Background: an optimization exercise with open tools, aiming at small area, a short achievable clock period and few clock cycles per item. Do not read the settings as production practice.
Power and IR drop assume default switching activity.

## build 64
==> flow/design.v <==
`timescale 1ns/1ps
module fp_prefix_add #(
    parameter int W = 28
) (
    input  logic [W-1:0] a,
    input  logic [W-1:0] b,
    input  logic         cin,
    output logic [W-1:0] s
);
    localparam int L = $clog2(W);
    logic [W-1:0] p, g, gg, gp;
    assign p = a ^ b;
    assign g = a & b;
    always_comb begin
        gg    = g;
        gp    = p;
        gg[0] = g[0] | (p[0] & cin);
        for (int l = 0; l < L; l++) begin
            for (int i = 0; i < W; i++) begin
                if (i[l]) begin
                    gg[i] = gg[i] | (gp[i] & gg[((i >> l) << l) - 1]);
                    gp[i] = gp[i] & gp[((i >> l) << l) - 1];
                end
            end
        end
    end
    assign s = p ^ {gg[W-2:0], cin};
endmodule
module fp_prefix_and #(
    parameter int W = 24
) (
    input  logic [W-1:0] a,
    output logic [W-1:0] y
);
    localparam int L = $clog2(W);
    always_comb begin
        y = a;
        for (int l = 0; l < L; l++) begin
            for (int i = 0; i < W; i++) begin
                if (i[l]) begin
                    y[i] = y[i] & y[((i >> l) << l) - 1];
                end
            end
        end
    end
endmodule
`timescale 1ns/1ps
module fp_add_stage1 (
    input  logic [31:0] a,
    input  logic [31:0] b,
    input  logic        op,
    output logic [24:0] x,         
    output logic [27:0] y,         
    output logic [7:0]  e,
    output logic        sub,
    output logic        s,
    output logic        inf,
    output logic        nan
);
    logic [7:0]  ea, eb;
    logic [22:0] fa, fb;
    logic        sa, sb;
    logic        za, zb;
    logic [23:0] ma, mb;
    logic        maxa, maxb;
    logic        nan_a, nan_b, inf_a, inf_b;
    logic        a_lt;
    logic [8:0]  dab, dba;
    logic [7:0]  shift;
    logic [23:0] big_m;
    logic [23:0] small_m;
    logic [25:0] y_sh;
    logic [23:0] lost;
    logic        sticky;
    logic        far;
    assign sa = a[31];
    assign sb = b[31] ^ op;
    assign ea = a[30:23];
    assign eb = b[30:23];
    assign fa = a[22:0];
    assign fb = b[22:0];
    assign za = (ea == 8'd0);
    assign zb = (eb == 8'd0);
    assign ma = za ? 24'd0 : {1'b1, fa};
    assign mb = zb ? 24'd0 : {1'b1, fb};
    assign maxa  = (ea == 8'hFF);
    assign maxb  = (eb == 8'hFF);
    assign nan_a = maxa & (fa != 23'd0);
    assign nan_b = maxb & (fb != 23'd0);
    assign inf_a = maxa & (fa == 23'd0);
    assign inf_b = maxb & (fb == 23'd0);
    assign sub  = sa ^ sb;
    assign a_lt = {ea, fa} < {eb, fb};
    assign nan = nan_a | nan_b | (inf_a & inf_b & sub);
    assign inf = inf_a | inf_b;
    assign s   = inf ? (inf_a ? sa : sb) : (a_lt ? sb : sa);
    assign dab   = {1'b0, ea} - {1'b0, eb};
    assign dba   = {1'b0, eb} - {1'b0, ea};
    assign shift = dab[8] ? dba[7:0] : dab[7:0];
    assign big_m   = a_lt ? mb : ma;
    assign small_m = a_lt ? ma : mb;
    assign e       = a_lt ? eb : ea;
    assign far = shift[7:5] != 3'd0;
    always_comb begin
        for (int j = 0; j < 24; j++) begin
            lost[j] = far | (shift[4:0] > 5'(j + 2));
        end
    end
    assign y_sh   = far ? 26'd0 : ({small_m, 2'b00} >> shift[4:0]);
    assign sticky = |(small_m & lost);
    assign x = sub ? {big_m, 1'b0} : {1'b0, big_m};
    assign y = sub ? ~{y_sh, sticky, 1'b0} : {1'b0, y_sh, sticky};
endmodule
`timescale 1ns/1ps
module fp_add_stage2 (
    input  logic [24:0] x,
    input  logic [27:0] y,
    input  logic [7:0]  e,
    input  logic        sub,
    input  logic        s,
    input  logic        inf,
    input  logic        nan,
    output logic [31:0] result
);
    logic [27:0] sum;
    logic        top;              
    logic        rnd_t, rnd_u;     
    logic [24:0] ones;             
    logic [23:0] inc_t, inc_u;     
    logic        cy_t, cy_u;       
    logic [22:0] f_frac;
    logic        f_cy;
    logic [9:0]  f_exp;
    logic        f_ovf, f_unf;
    logic        near;
    logic [4:0]  lz;
    logic [25:0] n_sh;
    logic [9:0]  n_exp;
    fp_prefix_add #(.W(28)) u_add (
        .a   ({x, 3'b000}),
        .b   (y),
        .cin (sub),
        .s   (sum)
    );
    assign top   = sum[27];
    assign rnd_t = sum[3] & (sum[4] | sum[2] | sum[1] | sum[0]);
    assign rnd_u = sum[2] & (sum[3] | sum[1] | sum[0]);
    logic [23:0] ones4;            
    fp_prefix_and #(.W(24)) u_ones (
        .a (sum[27:4]),
        .y (ones4)
    );
    assign ones[0] = sum[3];
    assign ones[24:1] = ones4 & {24{sum[3]}};
    always_comb begin
        inc_t[0] = sum[4] ^ rnd_t;
        inc_u[0] = sum[3] ^ rnd_u;
        for (int k = 1; k < 24; k++) begin
            inc_t[k] = sum[k+4] ^ (rnd_t & ones4[k-1]);
            inc_u[k] = sum[k+3] ^ (rnd_u & ones[k-1]);
        end
    end
    assign cy_t = rnd_t & ones4[23];
    assign cy_u = rnd_u & ones[23];
    assign f_frac = top ? inc_t[22:0] : inc_u[22:0];
    assign f_cy   = top ? cy_t : cy_u;
    logic [9:0] eb0, eb1, eb2;
    logic [2:0] ov, un;
    assign eb0 = {2'b00, e} - {9'd0, sub};
    assign eb1 = eb0 + 10'd1;
    assign eb2 = eb0 + 10'd2;
    assign ov  = {eb2 >= 10'd255, eb1 >= 10'd255, eb0 >= 10'd255};
    assign un  = {eb2 == 10'd0, eb1 == 10'd0, (eb0 == 10'd0) | eb0[9]};
    always_comb begin
        case ({top, f_cy})
            2'b00:   begin f_exp = eb0; f_ovf = ov[0]; f_unf = un[0]; end
            2'b11:   begin f_exp = eb2; f_ovf = ov[2]; f_unf = un[2]; end
            default: begin f_exp = eb1; f_ovf = ov[1]; f_unf = un[1]; end
        endcase
    end
    assign near = ~(sum[27] | sum[26]);
    logic [31:0] lz_in;
    logic [15:0] v1;
    logic [7:0]  v2;
    logic [3:0]  v3;
    logic [1:0]  v4;
    logic [15:0] z1;
    logic [15:0] z2;
    logic [11:0] z3;
    logic [7:0]  z4;
    assign lz_in = {sum[25:0], 6'b111111};
    always_comb begin
        for (int g = 0; g < 16; g++) begin
            v1[g] = lz_in[2*g+1] | lz_in[2*g];
            z1[g] = ~lz_in[2*g+1];
        end
        for (int g = 0; g < 8; g++) begin
            v2[g]          = v1[2*g+1] | v1[2*g];
            z2[2*g+1]      = ~v1[2*g+1];
            z2[2*g]        = v1[2*g+1] ? z1[2*g+1] : z1[2*g];
        end
        for (int g = 0; g < 4; g++) begin
            v3[g]          = v2[2*g+1] | v2[2*g];
            z3[3*g+2]      = ~v2[2*g+1];
            z3[3*g+:2]     = v2[2*g+1] ? z2[4*g+2+:2] : z2[4*g+:2];
        end
        for (int g = 0; g < 2; g++) begin
            v4[g]          = v3[2*g+1] | v3[2*g];
            z4[4*g+3]      = ~v3[2*g+1];
            z4[4*g+:3]     = v3[2*g+1] ? z3[6*g+3+:3] : z3[6*g+:3];
        end
        lz = v4[1] ? {1'b0, z4[7:4]} : {1'b1, z4[3:0]};
    end
    assign n_sh  = sum[25:0] << lz;
    assign n_exp = {2'b00, e} - 10'd2 - {5'd0, lz};
    always_comb begin
        if (nan) begin
            result = 32'hFFFF_FFFF;
        end else if (inf) begin
            result = {s, 8'hFF, 23'd0};
        end else if (near) begin
            if (sum[25:0] == 26'd0) begin
                result = 32'd0;
            end else if (n_exp[9] | (n_exp[7:0] == 8'd0)) begin
                result = {s, 31'd0};
            end else begin
                result = {s, n_exp[7:0], n_sh[24:2]};
            end
        end else if (f_ovf) begin
            result = {s, 8'hFF, 23'd0};
        end else if (f_unf) begin
            result = {s, 31'd0};
        end else begin
            result = {s, f_exp[7:0], f_frac};
        end
    end
endmodule
`timescale 1ns/1ps
module fp_add_top (
    input  logic        sys_clk,
    input  logic        sys_rst_n,
    input  logic [31:0] data1_in,
    input  logic [31:0] data2_in,
    input  logic        op,
    input  logic        trig,
    output logic [31:0] data_out,
    output logic        vld
);
    logic        busy;
    logic        accept;
    logic [24:0] x_d, x_q;         
    logic [27:0] y_d, y_q;         
    logic [7:0]  e_d, e_q;         
    logic        sub_d, sub_q;     
    logic        s_d, s_q;         
    logic        inf_d, inf_q;     
    logic        nan_d, nan_q;     
    logic [31:0] result;
    assign accept = trig & ~busy;
    fp_add_stage1 u_s1 (
        .a   (data1_in),
        .b   (data2_in),
        .op  (op),
        .x   (x_d),
        .y   (y_d),
        .e   (e_d),
        .sub (sub_d),
        .s   (s_d),
        .inf (inf_d),
        .nan (nan_d)
    );
    always_ff @(posedge sys_clk) begin
        x_q   <= x_d;
        y_q   <= y_d;
        e_q   <= e_d;
        sub_q <= sub_d;
        s_q   <= s_d;
        inf_q <= inf_d;
        nan_q <= nan_d;
    end
    fp_add_stage2 u_s2 (
        .x      (x_q),
        .y      (y_q),
        .e      (e_q),
        .sub    (sub_q),
        .s      (s_q),
        .inf    (inf_q),
        .nan    (nan_q),
        .result (result)
    );
    always_ff @(posedge sys_clk or negedge sys_rst_n) begin
        if (!sys_rst_n) begin
            busy     <= 1'b0;
            vld      <= 1'b0;
            data_out <= '0;
        end else begin
            busy <= accept;
            vld  <= busy;
            if (busy) begin
                data_out <= result;
            end
        end
    end
endmodule
==> flow/config.mk <==
export PLATFORM = sky130hd
export DESIGN_NAME = fp_add_top
export DESIGN_NICKNAME = fp_add_top
export VERILOG_FILES = /design/flow/design.v
export SDC_FILE = /design/flow/constraint.sdc
export NUM_CORES = 4
export LEC_CHECK = 0
export ABC_AREA = 1
export CAP_MARGIN = 20
export CORE_MARGIN = 2
export CORE_UTILIZATION = 40
export SETUP_SLACK_MARGIN = 1.5
export SLEW_MARGIN = 20
==> flow/constraint.sdc <==
create_clock -name core_clock -period 6.0 [get_ports {sys_clk}]
set_input_delay 1.2000 -clock core_clock [delete_from_list [all_inputs] [get_ports {sys_clk}]]
set_output_delay 1.2000 -clock core_clock [all_outputs]
set_load 0.01 [all_outputs]
standard.sh (not shown) runs the stock make flow with config.mk's settings and CLKGATE_MAP_FILE= SYNTH_SCRIPT=/design/flow/synth_recipe.tcl, a recipe that flattens the netlist after the stock synthesis.
==> flow/flow/run.sh <==
#!/bin/bash
# Standard layout, with plain buffers on the ports instead of the delay
# cells the port buffering picks by default, and ORFS's power recovery
# (downsizing gates off the critical paths) after global routing.
set -euo pipefail
bash standard.sh BUFFER_PORTS_ARGS="-buffer_cell sky130_fd_sc_hd__buf_1" RECOVER_POWER=100 finish > standard.log 2>&1
To summarise build 64: no stage aborted, but the layout did not pass its checks, failing on max-capacitance violations, max-slew violations.
> inputs changed (build 64 -> build 28)
- SETUP_SLACK_MARGIN changed from 1.5 to 1.25
==> flow/flow/run.sh <==
#!/bin/bash
# Standard layout, with plain buffers on the ports instead of the delay
# cells the port buffering picks by default.
set -euo pipefail
bash standard.sh BUFFER_PORTS_ARGS="-buffer_cell sky130_fd_sc_hd__buf_1" finish > standard.log 2>&1
The sole clean run among build 64 and build 28 is build 28. In the flow results for build 64 and build 28, the global-route wire length before repair is smaller on build 28. Post-CTS resize count in build 28 is about 50% below build 64. The count of plain and timing-repair buffers in build 28 sits 27 below the value recorded for build 64. Comparing build 64 and build 28, count of clock buffers in the final design is lower on build 64.
What build 21 does differently from build 28 at the input level:
- SETUP_SLACK_MARGIN: 1.25 -> 0.3
==> summary.txt <==
Global-route track usage on met2 in build 21 is 1.2 points below build 28. | multi-input gate share of total cell area | build 21 vs build 28 | ≈ equal |. Met1 wire length | build 21 below build 28. Between build 28 and build 21, clock skew decreased. Global-route usage for build 21: 0.54 points down relative to build 28. On combinational power: build 21 sits below build 28. The final area of build 21 was superior to that of build 28.
Input changes introduced in build 15 (baseline for comparison: build 21):
- SETUP_SLACK_MARGIN: 0.3 -> 2.0
Findings:
The critical path endpoint comes out data_out[21] in one run and y_q[1] in the other, namely in build 15 and build 21 respectively.
Build 21 reports its category of the most critical setup path as in -> reg while build 15 reports reg -> reg.
Diff build 15..build 21 | count of hold buffers inserted by post-cts repair | negligible
Between build 21 and build 15, total power increased.
Build 15 vs build 21: clock skew up
Clock latency of the later-clocked register in the worst-skew pair: build 15 vs build 21, no meaningful difference
Diff build 21 -> build 15: worst relative slew slack decreased 6.3 points, clock buffer count in the final layout now sits lower.
A critical path startpoint of data1_in[28] is what build 21 shows, while x_q[7] belongs to build 15.
Relative to build 15, the following input files were edited for build 9:
- changing SETUP_SLACK_MARGIN from 2.0 to 1.0
==> summary.txt <==
Compared with build 15, largest net degree at the start of global routing in build 9 increased by more than a quarter.
Looking at met3 routing resource usage after global routing, build 9 sits 2.5 points below build 15.
Of the two values seen for startpoint of the most critical setup path, x_q[7] was produced by build 15 and x_q[4] by build 9.
Wire length per cell came out lower on build 9 than on build 15.
Build 9 ended up with a lower fraction of met1 tracks used by global routing than build 15 did.
After detailed routing, build 15 needs more wire than build 9.
Taking build 15 as the reference, in build 9 clock period minus final worst setup slack picked up an extra 470 ps, number of iterations in the first detailed-routing pass lost 1, cell area lost about 14%.
Function was not checked in any run of this note: the RTL went through the layout flow alone.

what the ideal ports hide:
The flow's constraints put no driver on any port. The routed layouts listed below were extracted and timed again, unchanged, in two steps. Step 1 (the two cells are an assumption about what drives the block):
set clk [get_ports {sys_clk}]
set_driving_cell -lib_cell sky130_fd_sc_hd__clkbuf_16 $clk
set_driving_cell -lib_cell sky130_fd_sc_hd__buf_2 [delete_from_list [all_inputs] $clk]
Step 2, shift: input delay + t, output delay - t, t = (earliest + latest rising clock arrival at the registers) / 2. This alone moves slack from input paths to output paths. Slacks: no drivers / after step 1 / after step 2; pairs: no drivers / after step 1.
| run | t, ns | setup WS [ns] | slew at the worst register clock pin (ns) | worst slew at a driven data input, ns | cell pins on the clock port's net |
|---|---|---|---|---|---|
| build 64 | 0.405 | 0.888 / 0.888 / 0.552 | 0.08 / 0.08 | 0.03 | 1 |
| build 28 | 0.407 | 1.402 / 1.415 / 1.020 | 0.08 / 0.08 | 0.04 | 1 |
| build 21 | 0.404 | 0.625 / 0.649 / 0.245 | 0.07 / 0.07 | 0.04 | 1 |
| build 15 | 0.410 | 1.692 / 1.692 / 1.664 | 0.08 / 0.08 | 0.04 | 1 |
| build 9 | 0.404 | 1.224 / 1.224 / 0.869 | 0.07 / 0.07 | 0.04 | 1 |
The setup slack of build 28, which loses most, moves by +0.013 ns with the drivers and by -0.382 ns with both steps.
